This design comes from an exercise in tuning for small area, a short achievable clock period and few clock cycles per item on the open sky130 flow, not from production work.
In this exercise RTL edits were held to simulation tests only and were not proved equivalent to the original.
Power figures rest on the tool's default switching activity, not on a simulated workload.

==> flow/design.v <==
module sha256_msg_sched #(
  parameter int IN_W   = 8,
  parameter int ROUNDS = 64
) (
  input  logic            clk,
  input  logic            rst,
  input  logic            abort,
  input  logic [IN_W-1:0] in_data,
  input  logic            in_valid,
  output logic            in_ready,
  output logic [31:0]     w_data,
  output logic [5:0]      w_idx,
  output logic            w_valid,
  input  logic            w_ready,
  output logic            busy,
  output logic            dbg_state
);
  logic [31:0] r_a [16];   
  logic [31:0] r_f [16];   
  logic [15:0] r_fv;       
  logic [31:0] r_s0x;      
  logic [31:0] r_s0a;      
  logic [31:0] r_e;        
  logic [31:0] r_s1x;      
  logic [31:0] r_out;      
  logic [31:0] r_h;        
  logic [23:0] r_pk;       
  logic [1:0]  r_b;        
  logic        r_hv;       
  logic [3:0]  r_hidx;
  logic [3:0]  r_lidx;     
  logic        r_v;        
  logic [5:0]  r_idxn;     
  logic [3:0]  r_ph;       
  logic [3:0]  r_fwe;      
  logic        r_alx;      
  logic        r_alc;      
  logic        r_nrdy;     
  logic        r_busy;
  logic [5:0]  r_idx;
  logic        w_fin;      
  logic        w_cmpl;     
  logic        w_fwr;
  logic        w_gona;     
  logic        w_gosel;    
  logic        w_xfer;
  logic        w_comp;
  logic [31:0] w_new;
  logic [15:0] w_fv;
  logic        w_relabel_c, w_hv0, w_allv;
  logic [3:0]  w_ph1, w_d0, w_d1, w_fwe0, w_fwe1;
  logic        w_rdy0, w_rdy1;
  logic [5:0]  w_nnxt0, w_nnxt1;
  logic        w_ax0, w_ax1, w_ac0, w_ac1;
  logic [1:0]  n_b;
  logic        n_hv, n_v;
  logic [3:0]  n_hidx, n_lidx, n_ph, n_fwe;
  logic [5:0]  n_idx;
  function automatic logic [31:0] f_sigma0(input logic [31:0] x);
    f_sigma0 = ((x >> 7) | (x << 25)) ^ ((x >> 18) | (x << 14)) ^ (x >> 3);
  endfunction
  function automatic logic [31:0] f_sigma1(input logic [31:0] x);
    f_sigma1 = ((x >> 17) | (x << 15)) ^ ((x >> 19) | (x << 13)) ^ (x >> 10);
  endfunction
  function automatic logic [3:0] f_fwe(input logic hv, input logic [3:0] d,
                                       input logic [15:0] fv);
    f_fwe[0] = hv & (d == 4'd4)  & ~fv[5];
    f_fwe[1] = hv & (d == 4'd8)  & ~fv[9];
    f_fwe[2] = hv & (d == 4'd12) & ~fv[13];
    f_fwe[3] = hv & (d == 4'd0)  & ~fv[1];
  endfunction
  function automatic logic f_ax(input logic [5:0] nxt, input logic [3:0] ph,
                                input logic fv0, input logic allv);
    f_ax = (nxt[5:4] == 2'd0) & (ph == nxt[3:0]) & fv0 & ((nxt[3:0] != 4'd0) | allv);
  endfunction
  function automatic logic f_ac(input logic [5:0] nxt, input logic [3:0] ph);
    f_ac = (nxt[5:4] != 2'd0) & (ph == nxt[3:0]);
  endfunction
  assign r_idx     = ~r_idxn;
  assign in_ready  = ~r_nrdy;
  assign w_valid   = r_v;
  assign dbg_state = r_v;
  assign w_data    = r_out;
  assign w_idx     = r_idx;
  assign busy      = r_busy;
  assign w_fin   = in_valid & ~r_nrdy;
  assign w_cmpl  = w_fin & (r_b == 2'd3);
  assign w_fwr   = |r_fwe;
  assign w_gona  = ~r_v | w_ready;
  assign w_gosel = (r_alx | r_alc) & w_gona;
  assign w_xfer  = r_alx & w_gona & ~abort;
  assign w_comp  = r_alc & w_gona & ~abort;
  assign w_new   = r_s1x + r_e;
  always_comb begin
    for (int k = 0; k < 15; k++) w_fv[k] = r_fv[k+1];
    w_fv[3]  = r_fwe[0] | r_fv[4];
    w_fv[7]  = r_fwe[1] | r_fv[8];
    w_fv[11] = r_fwe[2] | r_fv[12];
    w_fv[15] = r_fwe[3] | (r_fv[0] & ~w_xfer);
    if (abort) w_fv = 16'd0;
  end
  assign w_relabel_c = (r_lidx == 4'd0) & (r_idx == 6'd63) & ~r_v & ~r_hv & ~(|r_fv);
  assign w_ph1  = r_ph + 4'd1;
  assign w_hv0  = r_hv & ~w_fwr;                        
  assign w_d0   = r_hidx - w_ph1;
  assign w_d1   = r_lidx - (w_relabel_c ? 4'd15 : w_ph1);
  assign w_fwe0 = f_fwe(w_hv0, w_d0, r_fv);
  assign w_fwe1 = f_fwe(1'b1, w_d1, r_fv);
  assign w_rdy0 = (r_b != 2'd3) | ~w_hv0 | (|w_fwe0);
  assign w_rdy1 = (r_b != 2'd2) | ~w_hv0 | (|w_fwe0);
  assign w_allv = (r_fwe[2] | r_fv[12]) & r_fv[11] & r_fv[10] & r_fv[9] &
                  (r_fwe[1] | r_fv[8]) & r_fv[7] & r_fv[6] & r_fv[5] &
                  (r_fwe[0] | r_fv[4]) & r_fv[3] & r_fv[2] & r_fv[1];
  assign w_nnxt0 = r_idx + 6'd1;
  assign w_nnxt1 = r_idx + 6'd2;
  assign w_ax0  = f_ax(w_nnxt0, w_ph1, r_fv[1], w_allv);
  assign w_ax1  = f_ax(w_nnxt1, w_ph1, r_fv[1], w_allv);
  assign w_ac0  = f_ac(w_nnxt0, w_ph1);
  assign w_ac1  = f_ac(w_nnxt1, w_ph1);
  always_comb begin
    n_b    = w_fin ? r_b + 2'd1 : r_b;
    n_hv   = w_cmpl | w_hv0;
    n_hidx = w_cmpl ? r_lidx : r_hidx;
    n_lidx = w_cmpl ? r_lidx + 4'd1 : r_lidx;
    n_ph   = (w_cmpl & w_relabel_c) ? 4'd15 : w_ph1;
    n_v    = w_gosel | (r_v & ~w_ready);
    n_idx  = w_gosel ? r_idx + 6'd1 : r_idx;
    n_fwe  = w_cmpl ? w_fwe1 : w_fwe0;
    if (abort) begin
      n_b    = 2'd0;
      n_hv   = 1'b0;
      n_lidx = 4'd0;
      n_v    = 1'b0;
      n_idx  = 6'd63;
      n_fwe  = 4'd0;
    end
  end
  always_ff @(posedge clk or posedge rst) begin
    if (rst) begin
      r_b    <= 2'd0;
      r_hv   <= 1'b0;
      r_lidx <= 4'd0;
      r_v    <= 1'b0;
      r_idxn <= 6'd0;
      r_fv   <= 16'd0;
      r_fwe  <= 4'd0;
      r_alx  <= 1'b0;
      r_alc  <= 1'b0;
      r_nrdy <= 1'b0;
      r_busy <= 1'b0;
    end else begin
      r_b    <= n_b;
      r_hv   <= n_hv;
      r_lidx <= n_lidx;
      r_v    <= n_v;
      r_idxn <= ~n_idx;
      r_fv   <= w_fv;
      r_fwe  <= n_fwe;
      r_alx  <= ~abort & (w_gosel ? w_ax1 : w_ax0);
      r_alc  <= ~abort & (w_gosel ? w_ac1 : w_ac0);
      r_nrdy <= ~abort & ~(w_fin ? w_rdy1 : w_rdy0);
      r_busy <= ~abort & ((w_fin ? (r_b != 2'd3) : (r_b != 2'd0)) | w_cmpl | w_hv0 |
                          (|r_fv[15:1]) | w_fwr | (r_fv[0] & ~(r_alx & w_gona)) |
                          w_gosel | (r_v & ~w_ready) |
                          (w_gosel ? (r_idx != 6'd62) : (r_idx != 6'd63)));
    end
  end
  always_ff @(posedge clk) begin
    r_ph   <= n_ph;
    r_hidx <= n_hidx;
    if (w_fin && r_b != 2'd3) r_pk <= {r_pk[15:0], in_data};
    if (w_cmpl) r_h <= {r_pk, in_data};
    if (w_comp)      r_out <= w_new;
    else if (w_xfer) r_out <= r_f[0];
    for (int i = 0; i < 15; i++) r_f[i] <= r_f[i+1];
    if (r_fwe[0]) r_f[3]  <= r_h;
    if (r_fwe[1]) r_f[7]  <= r_h;
    if (r_fwe[2]) r_f[11] <= r_h;
    if (r_fwe[3]) r_f[15] <= r_h;
    else          r_f[15] <= r_f[0];
    for (int i = 0; i < 15; i++) r_a[i] <= r_a[i+1];
    if (w_comp)      r_a[15] <= w_new;
    else if (w_xfer) r_a[15] <= r_f[0];
    else             r_a[15] <= r_a[0];
    r_s0x <= f_sigma0(r_a[4]);
    r_s0a <= r_s0x + r_a[2];
    r_e   <= r_s0a + r_a[10];
    r_s1x <= f_sigma1(r_a[15]);
  end
endmodule
export LEC_CHECK = 0
export CAP_MARGIN = 20
export CORE_MARGIN = 2
export CORE_UTILIZATION = 55
export CTS_BUF_LIST = sky130_fd_sc_hd__clkbuf_8
export CTS_CLUSTER_DIAMETER = 45
export CTS_CLUSTER_SIZE = 20
export SETUP_SLACK_MARGIN = 2.2
export SLEW_MARGIN = 20
create_clock -name core_clock -period 4.6 [get_ports {clk}]
standard.sh (not shown) runs the stock make flow with config.mk's settings and CLKGATE_MAP_FILE= SYNTH_SCRIPT=/design/flow/synth_recipe.tcl, a recipe that flattens the netlist after the stock synthesis.
==> flow/flow/run.sh <==
#!/bin/bash
# Standard layout (the standard.sh), except that
#  - synthesis maps logic with a delay-driven abc script (flow/abc_fast.script)
#    and without the full/half-adder cell step; registers are mapped before abc
#    runs, exactly as in synth_recipe.tcl, so they are the standard ones;
#  - every input and output port is buffered with buf_4 rather than the
#    default (a slow delay buffer that the resizer may not swap);
#  - clock tree synthesis adds no dummy loads.
# Each step's full log is in orfs/logs/; make's own output is in flow_make.log.
set -euo pipefail
here=$(pwd)
{
  echo 'proc abc {args} {'
  echo '  set i [lsearch $args -script]'
  echo "  if {\$i >= 0} { lset args [expr {\$i+1}] $here/flow/abc_fast.script }"
  echo '  yosys abc {*}$args'
  echo '}'
  cat synth_recipe.tcl
} > my_synth.tcl
cts="-sink_clustering_enable -repair_clock_nets -sink_clustering_size 20 -sink_clustering_max_diameter 45 -buf_list sky130_fd_sc_hd__clkbuf_8 -dont_use_dummy_load"
extra="ADDER_MAP_FILE= ABC_CLOCK_PERIOD_IN_PS=1500 CTS_ARGS=\"$cts\" BUFFER_PORTS_ARGS=\"-buffer_cell sky130_fd_sc_hd__buf_4\""
sed -e "s#SYNTH_SCRIPT=[^ ]*#SYNTH_SCRIPT=$here/my_synth.tcl $extra#" standard.sh > my_standard.sh
bash my_standard.sh > flow_make.log 2>&1
==> flow/flow/abc_fast.script <==
&get -n
&st
&dch
&nf {D}
&put
buffer -c
topo
stime -c
upsize -c {D}
dnsize -c {D}
The first run completed with no timing, DRC or antenna violations.
Testbench counts at the start, summed over its fixed seeds: cycles 12,720, blocks 192.
==> next run, changes <==
==> flow/flow/abc_fast.script (replaced) <==
&get -n
&st
&if -g
&st
&dch
&nf {D}
&put
buffer -c
topo
stime -c
upsize -c {D}
dnsize -c {D}
The changed run passed the timing, DRC and antenna checks; total power came out higher by 14%; final area came out higher by 0.96%; sequential share of layout area came out lower by 0.67 points; sequential power came out higher by about 10%; global-route usage came out higher by 1.8 points; critical path depth came out lower by 1; worst hold slack is better by 35 ps; non-clock buffer count came out lower by 10; die area came out higher by 1.6%; clock-buffer cell count came out higher by 5.
==> next run, changes <==
==> flow/run.sh (new file) <==
#!/bin/bash
# synth_recipe.tcl (not shown) runs the flow's synth.tcl, then flattens the netlist and writes it again
# the make line also repeats each setting of config.mk as NAME=value (left out here)
make -C /OpenROAD-flow-scripts/flow DESIGN_CONFIG=/design/flow/config.mk WORK_HOME=/design/flow/orfs CLKGATE_MAP_FILE= SYNTH_SCRIPT=/design/flow/synth_recipe.tcl finish
- SETUP_SLACK_MARGIN: 2.2 -> 1.6
removed: flow/flow/run.sh
removed: flow/flow/abc_fast.script
removed: flow/standard.sh
Wire length shrinks by 17%; first-iteration DRC count shrinks by 36%; clock power grows by 36%; design area stays flat; power shrinks by 3.5%.
==> next run, changes <==
==> flow/flow/run.sh (new file) <==
#!/bin/bash
# Standard layout (the standard.sh), except that
#  - synthesis maps logic with a delay-driven abc script (flow/abc_fast.script)
#    and without the full/half-adder cell step; registers are mapped before abc
#    runs, exactly as in synth_recipe.tcl, so they are the standard ones;
#  - every input and output port is buffered with buf_4 rather than the
#    default (a slow delay buffer that the resizer may not swap);
#  - clock tree synthesis adds no dummy loads.
# Each step's full log is in orfs/logs/; make's own output is in flow_make.log.
set -euo pipefail
here=$(pwd)
{
  echo 'proc abc {args} {'
  echo '  set i [lsearch $args -script]'
  echo "  if {\$i >= 0} { lset args [expr {\$i+1}] $here/flow/abc_fast.script }"
  echo '  yosys abc {*}$args'
  echo '}'
  cat synth_recipe.tcl
} > my_synth.tcl
cts="-sink_clustering_enable -repair_clock_nets -sink_clustering_size 20 -sink_clustering_max_diameter 45 -buf_list sky130_fd_sc_hd__clkbuf_8 -dont_use_dummy_load"
extra="ADDER_MAP_FILE= ABC_CLOCK_PERIOD_IN_PS=1500 CTS_ARGS=\"$cts\" BUFFER_PORTS_ARGS=\"-buffer_cell sky130_fd_sc_hd__buf_4\""
sed -e "s#SYNTH_SCRIPT=[^ ]*#SYNTH_SCRIPT=$here/my_synth.tcl $extra#" standard.sh > my_standard.sh
bash my_standard.sh > flow_make.log 2>&1
==> flow/flow/abc_fast.script (new file) <==
&get -n
&st
&if -g
&st
&dch
&nf {D}
&put
buffer -c
topo
stime -c
upsize -c {D}
dnsize -c {D}
==> flow/standard.sh (new file) <==
#!/bin/bash
# synth_recipe.tcl (not shown) runs the flow's synth.tcl, then flattens the netlist and writes it again
# the make line also repeats each setting of config.mk as NAME=value (left out here)
make -C /OpenROAD-flow-scripts/flow DESIGN_CONFIG=/design/flow/config.mk WORK_HOME=/design/flow/orfs CLKGATE_MAP_FILE= SYNTH_SCRIPT=/design/flow/synth_recipe.tcl "${@:-finish}"
- SETUP_SLACK_MARGIN: 1.6 -> 2.35
removed: flow/run.sh
=>
- die area goes up by about 0.9%
- worst setup slack gains 530 ps
- power goes up by 3.8%
==> next run, changes <==
==> flow/flow/abc_fast.script (replaced) <==
&get -n
&st
&if -g
&st
&syn2
&if -g
&st
&dch
&nf {D}
&put
buffer -c
topo
stime -c
upsize -c {D}
dnsize -c {D}
- SETUP_SLACK_MARGIN: 2.35 -> 2.2
Effect: Final area shrinks by 2.1%. Wire length shrinks by 4.3%. Flip-flop and latch count is unchanged. Clock power barely changes.
==> next run, changes <==
--- a/flow/flow/run.sh
+++ b/flow/flow/run.sh
@@ -19,3 +19,3 @@
 } > my_synth.tcl
-cts="-sink_clustering_enable -repair_clock_nets -sink_clustering_size 20 -sink_clustering_max_diameter 45 -buf_list sky130_fd_sc_hd__clkbuf_8 -dont_use_dummy_load"
+cts="-sink_clustering_enable -repair_clock_nets -sink_clustering_size 24 -sink_clustering_max_diameter 60 -buf_list {sky130_fd_sc_hd__clkbuf_8 sky130_fd_sc_hd__clkbuf_16} -dont_use_dummy_load"
 extra="ADDER_MAP_FILE= ABC_CLOCK_PERIOD_IN_PS=1500 CTS_ARGS=\"$cts\" BUFFER_PORTS_ARGS=\"-buffer_cell sky130_fd_sc_hd__buf_4\""
==> flow/flow/abc_fast.script (replaced) <==
&get -n
&st
&if -g
&st
&dch
&nf {D}
&put
buffer -c
topo
stime -c
upsize -c {D}
dnsize -c {D}
Sequential share of layout area went up by 0.26 points. Final cell count went down by a few percent. Worst setup slack improves by 27 ps. Sequential power went up by about a fifth. Routed wire length went up by a few percent. Via count went down by a few percent. Non-clock buffer count went down by 22.

## static timing again, ports no longer ideal
The flow's constraints put no driver on any port. The routed layouts listed below were extracted and timed again, unchanged, in two steps.
Step 1: set_driving_cell puts a clkbuf_16 on clk and a buf_2 on each other input, an assumption about the parent block.
Step 2 moves the port delays by t, midway between the first and last clock arrival at a register: inputs arrive t later, outputs are due t later. That takes back most of the time a late clock gives input paths.
Slacks: ideal ports / drivers / drivers and shift; pairs: ideal ports / drivers.
run | shift t [ns] | slack for setup (ns) | worst setup path at the end | worst register clock-pin slew, ns
the first run | 0.751 | 2.179 / 2.179 / 1.821 | input to register | 0.11 / 0.11
the second run | 0.761 | 2.237 / 2.212 / 1.686 | input to register | 0.11 / 0.11
the third run | 0.775 | 1.667 / 1.667 / 1.472 | input to register | 0.11 / 0.11
the fourth run | 0.748 | 2.196 / 2.196 / 1.839 | input to register | 0.12 / 0.12
the fifth run | 0.752 | 2.156 / 2.156 / 1.755 | input to register | 0.11 / 0.11
the sixth run | 0.663 | 2.183 / 2.183 / 1.637 | input to register | 0.09 / 0.09
After both steps setup and hold are still met in every run listed. The setup slack of the second run, which loses most, moves by -0.025 ns with the drivers and by -0.551 ns with both steps.
